Background: an optimization exercise with open tools, aiming at small area, a short achievable clock period and few clock cycles. Do not read the settings as production practice. RTL that was checked went through simulation tests only; none was proved equivalent to the original. Power and IR drop assume default switching activity.

== job 102 ==
==> flow/design.v <==
module instr_decoder (
    input  logic [16-1:0] instruction,
    output logic [3:0]              cls
);
    localparam logic [3:0] C_NOP = 4'd0, C_ADD = 4'd1, C_ADC = 4'd2, C_SUB = 4'd3,
                           C_AND = 4'd4, C_EOR = 4'd5, C_OR  = 4'd6, C_MOV = 4'd7,
                           C_LDI = 4'd8, C_NEG = 4'd9, C_LD  = 4'd10, C_ST = 4'd11;
    always_comb begin
        casez (instruction)
            16'b0000_11??_????_????: cls = C_ADD;
            16'b0001_11??_????_????: cls = C_ADC;
            16'b0001_10??_????_????: cls = C_SUB;
            16'b0010_00??_????_????: cls = C_AND;
            16'b0010_01??_????_????: cls = C_EOR;
            16'b0010_10??_????_????: cls = C_OR;
            16'b0010_11??_????_????: cls = C_MOV;
            16'b1110_????_????_????: cls = C_LDI;
            16'b1001_010?_????_0001: cls = C_NEG;
            16'b1000_000?_????_0000: cls = C_LD;
            16'b1000_001?_????_0000: cls = C_ST;
            default:                 cls = C_NOP;
        endcase
    end
endmodule
module register_file (
    input  logic                       clk,
    input  logic                       clear,
    input  logic [5-1:0] a_addr,
    input  logic [5-1:0] b_addr,
    output logic [8-1:0]     a_data,
    output logic [8-1:0]     b_data,
    output logic [8-1:0]     zl_data,
    output logic [8-1:0]     zh_data,
    input  logic                       wr_en,
    input  logic [5-1:0] wr_addr,
    input  logic [8-1:0]     wr_data
);
    logic [2**5-1:0][8-1:0] regs;
    logic [8-1:0] wd;
    assign wd = wr_data & {8{~clear}};
    always_ff @(posedge clk) begin
        for (int i = 0; i < 2**5; i++)
            if (clear || (wr_en && wr_addr == i[5-1:0]))
                regs[i] <= wd;
    end
    assign a_data  = regs[a_addr];
    assign b_data  = regs[b_addr];
    assign zl_data = regs[30];
    assign zh_data = regs[31];
endmodule
module alu (
    input  logic                   arith,     
    input  logic                   invx,      
    input  logic                   invr,      
    input  logic                   sel_sum,   
    input  logic                   sel_and,
    input  logic                   sel_or,
    input  logic                   sel_y,     
    input  logic [8-1:0] x_in,
    input  logic [8-1:0] y,
    input  logic                   cin,
    output logic [8-1:0] result,
    output logic                   cout,
    output logic                   zero
);
    localparam int W = 8;
    logic [W:0]   c0, c1, c;
    logic [W-1:0] x, yr, s, g, t, k, zb;
    always_comb begin
        x  = x_in ^ {W{invx}};
        yr = y ^ {W{invr}};
        g  = x & y;
        t  = x | y;
        c0[0] = 1'b0;
        c1[0] = 1'b1;
        for (int i = 0; i < W; i++) begin
            c0[i+1] = g[i] | (t[i] & c0[i]);
            c1[i+1] = g[i] | (t[i] & c1[i]);
        end
        c = cin ? c1 : c0;
        for (int i = 0; i < W; i++)
            s[i] = x[i] ^ (yr[i] ^ (c[i] & arith));
    end
    assign cout = c[W];
    assign result = ({W{sel_sum}} & s)
                  | ({W{sel_and}} & g)
                  | ({W{sel_or}}  & t)
                  | ({W{sel_y}}   & y);
    always_comb begin
        k = {(invr ? g[W-2:0] : t[W-2:0]), cin} & {W{arith}};
        for (int i = 0; i < W; i++)
            zb[i] = x[i] ^ (yr[i] ^ k[i]);
    end
    assign zero = (sel_sum & (zb == '0))
                | (sel_and & (g == '0))
                | (sel_or  & (t == '0))
                | (sel_y   & (y == '0));
endmodule
module avr_core (
    input  logic                    clk,
    input  logic                    reset,
    output logic [10-1:0]    program_counter,
    input  logic [16-1:0] instruction,
    output logic [16-1:0]  bus_addr,
    output logic [8-1:0]  bus_wdata,
    input  logic [8-1:0]  bus_rdata,
    output logic                    mem_we,
    output logic                    mem_oe
);
    localparam logic [3:0] C_NOP = 4'd0, C_ADD = 4'd1, C_ADC = 4'd2, C_SUB = 4'd3,
                           C_AND = 4'd4, C_EOR = 4'd5, C_OR  = 4'd6, C_MOV = 4'd7,
                           C_LDI = 4'd8, C_NEG = 4'd9, C_LD  = 4'd10, C_ST = 4'd11;
    logic [3:0]  f_cls;
    logic [3:0]  r_cls;
    logic [11:0] r_raw;
    instr_decoder i_dec (
        .instruction (instruction),
        .cls         (f_cls)
    );
    always_ff @(posedge clk or posedge reset) begin
        if (reset) begin
            program_counter <= '0;
            r_cls           <= C_NOP;
        end else begin
            program_counter <= program_counter + 1'b1;
            r_cls           <= f_cls;
        end
    end
    always_ff @(posedge clk)
        r_raw <= instruction[11:0];
    logic [4:0] a_addr, b_addr;
    logic [7:0] a_data, b_data, zl, zh;
    logic [7:0] a_val, b_val;
    logic [7:0] e_result;
    logic       e_wr, e_ld, e_cupd;
    logic [4:0] e_rd;
    logic [7:0] e_x, e_y;
    logic       e_arith, e_invx, e_invr, e_sel_sum, e_sel_and, e_sel_or, e_sel_y;
    logic       e_cin1, e_cinc;
    logic       carry;
    assign a_addr = r_raw[8:4];
    assign b_addr = {r_raw[9], r_raw[3:0]};
    register_file i_regs (
        .clk     (clk),
        .clear   (reset),
        .a_addr  (a_addr),
        .b_addr  (b_addr),
        .a_data  (a_data),
        .b_data  (b_data),
        .zl_data (zl),
        .zh_data (zh),
        .wr_en   (e_wr),
        .wr_addr (e_rd),
        .wr_data (e_result)
    );
    assign a_val = (e_wr && e_rd == a_addr) ? e_result : a_data;
    assign b_val = (e_wr && e_rd == b_addr) ? e_result : b_data;
    logic       r_sum_ops;
    assign r_sum_ops = (r_cls == C_ADD) || (r_cls == C_ADC) || (r_cls == C_SUB) || (r_cls == C_NEG);
    always_ff @(posedge clk or posedge reset) begin
        if (reset) begin
            e_wr   <= 1'b0;
            e_ld   <= 1'b0;
            e_cupd <= 1'b0;
        end else begin
            e_wr   <= (r_cls != C_NOP) && (r_cls != C_ST);
            e_ld   <= (r_cls == C_LD);
            e_cupd <= r_sum_ops;
        end
    end
    always_ff @(posedge clk) begin
        e_rd   <= (r_cls == C_LDI) ? {1'b1, r_raw[7:4]} : r_raw[8:4];
        e_x    <= a_val;
        case (r_cls)
            C_LDI:   e_y <= {r_raw[11:8], r_raw[3:0]};
            C_NEG:   e_y <= 8'h00;
            default: e_y <= b_val;
        endcase
        e_arith   <= r_sum_ops;
        e_invx    <= (r_cls == C_SUB) || (r_cls == C_NEG);
        e_invr    <= (r_cls == C_SUB);
        e_sel_sum <= r_sum_ops || (r_cls == C_EOR);
        e_sel_and <= (r_cls == C_AND);
        e_sel_or  <= (r_cls == C_OR);
        e_sel_y   <= (r_cls == C_MOV) || (r_cls == C_LDI);
        e_cin1    <= (r_cls == C_NEG);
        e_cinc    <= (r_cls == C_ADC);
    end
    logic [7:0] alu_result;
    logic       alu_cout, alu_zero, e_zero;
    logic       zh_zero, zl_ok, zh_zero_n, zl_ok_n, zwin_n;
    logic       oe_q, we_q;
    alu i_alu (
        .arith   (e_arith),
        .invx    (e_invx),
        .invr    (e_invr),
        .sel_sum (e_sel_sum),
        .sel_and (e_sel_and),
        .sel_or  (e_sel_or),
        .sel_y   (e_sel_y),
        .x_in    (e_x),
        .y       (e_y),
        .cin     (e_cin1 | (e_cinc & carry)),
        .result  (alu_result),
        .cout    (alu_cout),
        .zero    (alu_zero)
    );
    assign zh_zero_n = (e_wr && e_rd == 31) ? e_zero : zh_zero;
    assign zl_ok_n   = (e_wr && e_rd == 30) ? (e_result[7] ^ e_result[6]) : zl_ok;
    assign zwin_n    = zh_zero_n & zl_ok_n;
    always_ff @(posedge clk or posedge reset) begin
        if (reset) begin
            zh_zero <= 1'b1;
            zl_ok   <= 1'b0;
            oe_q    <= 1'b0;
            we_q    <= 1'b0;
        end else begin
            zh_zero <= zh_zero_n;
            zl_ok   <= zl_ok_n;
            oe_q    <= (r_cls == C_LD) && zwin_n;
            we_q    <= (r_cls == C_ST) && zwin_n;
        end
    end
    assign e_result = e_ld ? (bus_rdata & {8{oe_q}}) : alu_result;
    assign e_zero   = e_ld ? ((bus_rdata & {8{oe_q}}) == 8'h00) : alu_zero;
    always_ff @(posedge clk or posedge reset) begin
        if (reset)
            carry <= 1'b0;
        else if (e_cupd)
            carry <= alu_cout ^ e_cin1;
    end
    assign bus_addr  = {zh, zl};
    assign bus_wdata = e_x;
    assign mem_we    = we_q;
    assign mem_oe    = oe_q;
endmodule
Settings: LEC_CHECK=0, CAP_MARGIN=20, CORE_MARGIN=2, CORE_UTILIZATION=40, CTS_BUF_LIST=sky130_fd_sc_hd__clkbuf_4 sky130_fd_sc_hd__clkbuf_8, SETUP_SLACK_MARGIN=2.5, SLEW_MARGIN=20; clock period 5.0 ns.
run.sh (not shown) runs the stock make flow with config.mk's settings and CLKGATE_MAP_FILE= SYNTH_SCRIPT=/design/flow/synth_recipe.tcl, a recipe that flattens the netlist after the stock synthesis.
Testbench counts of job 102, summed over its fixed seeds: cycles 14,816.
--- input diff job 102..job 104 ---
==> flow/design.v, changed modules only <==
module avr_core (
    input  logic                    clk,
    input  logic                    reset,
    output logic [10-1:0]    program_counter,
    input  logic [16-1:0] instruction,
    output logic [16-1:0]  bus_addr,
    output logic [8-1:0]  bus_wdata,
    input  logic [8-1:0]  bus_rdata,
    output logic                    mem_we,
    output logic                    mem_oe
);
    localparam logic [3:0] C_NOP = 4'd0, C_ADD = 4'd1, C_ADC = 4'd2, C_SUB = 4'd3,
                           C_AND = 4'd4, C_EOR = 4'd5, C_OR  = 4'd6, C_MOV = 4'd7,
                           C_LDI = 4'd8, C_NEG = 4'd9, C_LD  = 4'd10, C_ST = 4'd11;
    logic [3:0]  f_cls;
    logic [11:0] f_raw;
    instr_decoder i_dec (
        .instruction (instruction),
        .cls         (f_cls)
    );
    assign f_raw = instruction[11:0];
    always_ff @(posedge clk or posedge reset) begin
        if (reset)
            program_counter <= '0;
        else
            program_counter <= program_counter + 1'b1;
    end
    logic [4:0] a_addr, b_addr;
    logic [7:0] a_data, b_data, zl, zh;
    logic [7:0] a_val, b_val;
    logic [7:0] e_result;
    logic       e_wr, e_ld, e_cupd;
    logic [4:0] e_rd;
    logic [7:0] e_x, e_y;
    logic       e_arith, e_invx, e_invr, e_sel_sum, e_sel_and, e_sel_or, e_sel_y;
    logic       e_cin1, e_cinc;
    logic       carry;
    assign a_addr = f_raw[8:4];
    assign b_addr = {f_raw[9], f_raw[3:0]};
    register_file i_regs (
        .clk     (clk),
        .clear   (reset),
        .a_addr  (a_addr),
        .b_addr  (b_addr),
        .a_data  (a_data),
        .b_data  (b_data),
        .zl_data (zl),
        .zh_data (zh),
        .wr_en   (e_wr),
        .wr_addr (e_rd),
        .wr_data (e_result)
    );
    assign a_val = (e_wr && e_rd == a_addr) ? e_result : a_data;
    assign b_val = (e_wr && e_rd == b_addr) ? e_result : b_data;
    logic       f_sum_ops;
    assign f_sum_ops = (f_cls == C_ADD) || (f_cls == C_ADC) || (f_cls == C_SUB) || (f_cls == C_NEG);
    always_ff @(posedge clk or posedge reset) begin
        if (reset) begin
            e_wr   <= 1'b0;
            e_ld   <= 1'b0;
            e_cupd <= 1'b0;
        end else begin
            e_wr   <= (f_cls != C_NOP) && (f_cls != C_ST);
            e_ld   <= (f_cls == C_LD);
            e_cupd <= f_sum_ops;
        end
    end
    always_ff @(posedge clk) begin
        e_rd   <= (f_cls == C_LDI) ? {1'b1, f_raw[7:4]} : f_raw[8:4];
        e_x    <= a_val;
        case (f_cls)
            C_LDI:   e_y <= {f_raw[11:8], f_raw[3:0]};
            C_NEG:   e_y <= 8'h00;
            default: e_y <= b_val;
        endcase
        e_arith   <= f_sum_ops;
        e_invx    <= (f_cls == C_SUB) || (f_cls == C_NEG);
        e_invr    <= (f_cls == C_SUB);
        e_sel_sum <= f_sum_ops || (f_cls == C_EOR);
        e_sel_and <= (f_cls == C_AND);
        e_sel_or  <= (f_cls == C_OR);
        e_sel_y   <= (f_cls == C_MOV) || (f_cls == C_LDI);
        e_cin1    <= (f_cls == C_NEG);
        e_cinc    <= (f_cls == C_ADC);
    end
    logic [7:0] alu_result;
    logic       alu_cout, alu_zero, e_zero;
    logic       zh_zero, zl_ok, zh_zero_n, zl_ok_n, zwin_n;
    logic       oe_q, we_q;
    alu i_alu (
        .arith   (e_arith),
        .invx    (e_invx),
        .invr    (e_invr),
        .sel_sum (e_sel_sum),
        .sel_and (e_sel_and),
        .sel_or  (e_sel_or),
        .sel_y   (e_sel_y),
        .x_in    (e_x),
        .y       (e_y),
        .cin     (e_cin1 | (e_cinc & carry)),
        .result  (alu_result),
        .cout    (alu_cout),
        .zero    (alu_zero)
    );
    assign zh_zero_n = (e_wr && e_rd == 31) ? e_zero : zh_zero;
    assign zl_ok_n   = (e_wr && e_rd == 30) ? (e_result[7] ^ e_result[6]) : zl_ok;
    assign zwin_n    = zh_zero_n & zl_ok_n;
    always_ff @(posedge clk or posedge reset) begin
        if (reset) begin
            zh_zero <= 1'b1;
            zl_ok   <= 1'b0;
            oe_q    <= 1'b0;
            we_q    <= 1'b0;
        end else begin
            zh_zero <= zh_zero_n;
            zl_ok   <= zl_ok_n;
            oe_q    <= (f_cls == C_LD) && zwin_n;
            we_q    <= (f_cls == C_ST) && zwin_n;
        end
    end
    assign e_result = e_ld ? (bus_rdata & {8{oe_q}}) : alu_result;
    assign e_zero   = e_ld ? ((bus_rdata & {8{oe_q}}) == 8'h00) : alu_zero;
    always_ff @(posedge clk or posedge reset) begin
        if (reset)
            carry <= 1'b0;
        else if (e_cupd)
            carry <= alu_cout ^ e_cin1;
    end
    assign bus_addr  = {zh, zl};
    assign bus_wdata = e_x;
    assign mem_we    = we_q;
    assign mem_oe    = oe_q;
endmodule
Job 102 has lower part of the power in combinational logic than job 104. Routed via count up 482 in job 104 wrt job 102. For job 102, the cell with the biggest individual delay on the critical path was sky130_fd_sc_hd__a2111o_1, unlike job 104, where it was sky130_fd_sc_hd__or4_4. Going from job 102 to job 104, number of clock buffers in the layout down about 26%; sum of buffers and inverters on the critical path up 1. Between job 102 and job 104, finished layout cell area increased. In the flow results for job 104 and job 102, the sum of internal, switching and leakage power is larger on job 102. Summary of job 104 over job 102: total cell area at the placement stage moved down; global-route usage moved up. Across both runs, area added between synthesis and finish was higher for job 104 than for job 102.
No functional check of the RTL was part of job 104.

-- afterwards: timing with drivers on the ports --
No port has a modelled driver above. Below, the same layouts with a new extraction and two added sets of constraints. Step 1: set_driving_cell puts a clkbuf_16 on clk and a buf_2 on each other input, an assumption about the parent block. Step 2 moves the port delays by t, midway between the first and last clock arrival at a register: inputs arrive t later, outputs are due t later. That takes back most of the time a late clock gives input paths. Three values: ideal ports, drivers, drivers and shift; two values: the first two.
run | t (ns) | setup slack, ns | worst setup path at the end | worst data-port slew with drivers (ns)
job 102 | 0.655 | 2.365 / 2.365 / 1.914 | input to register | 0.04
job 104 | 0.615 | 2.126 / 2.126 / 1.720 | input to register | 0.23
After both steps every run listed still meets setup and hold. The setup slack of job 102, which loses most, moves by 0.000 ns with the drivers and by -0.451 ns with both steps.
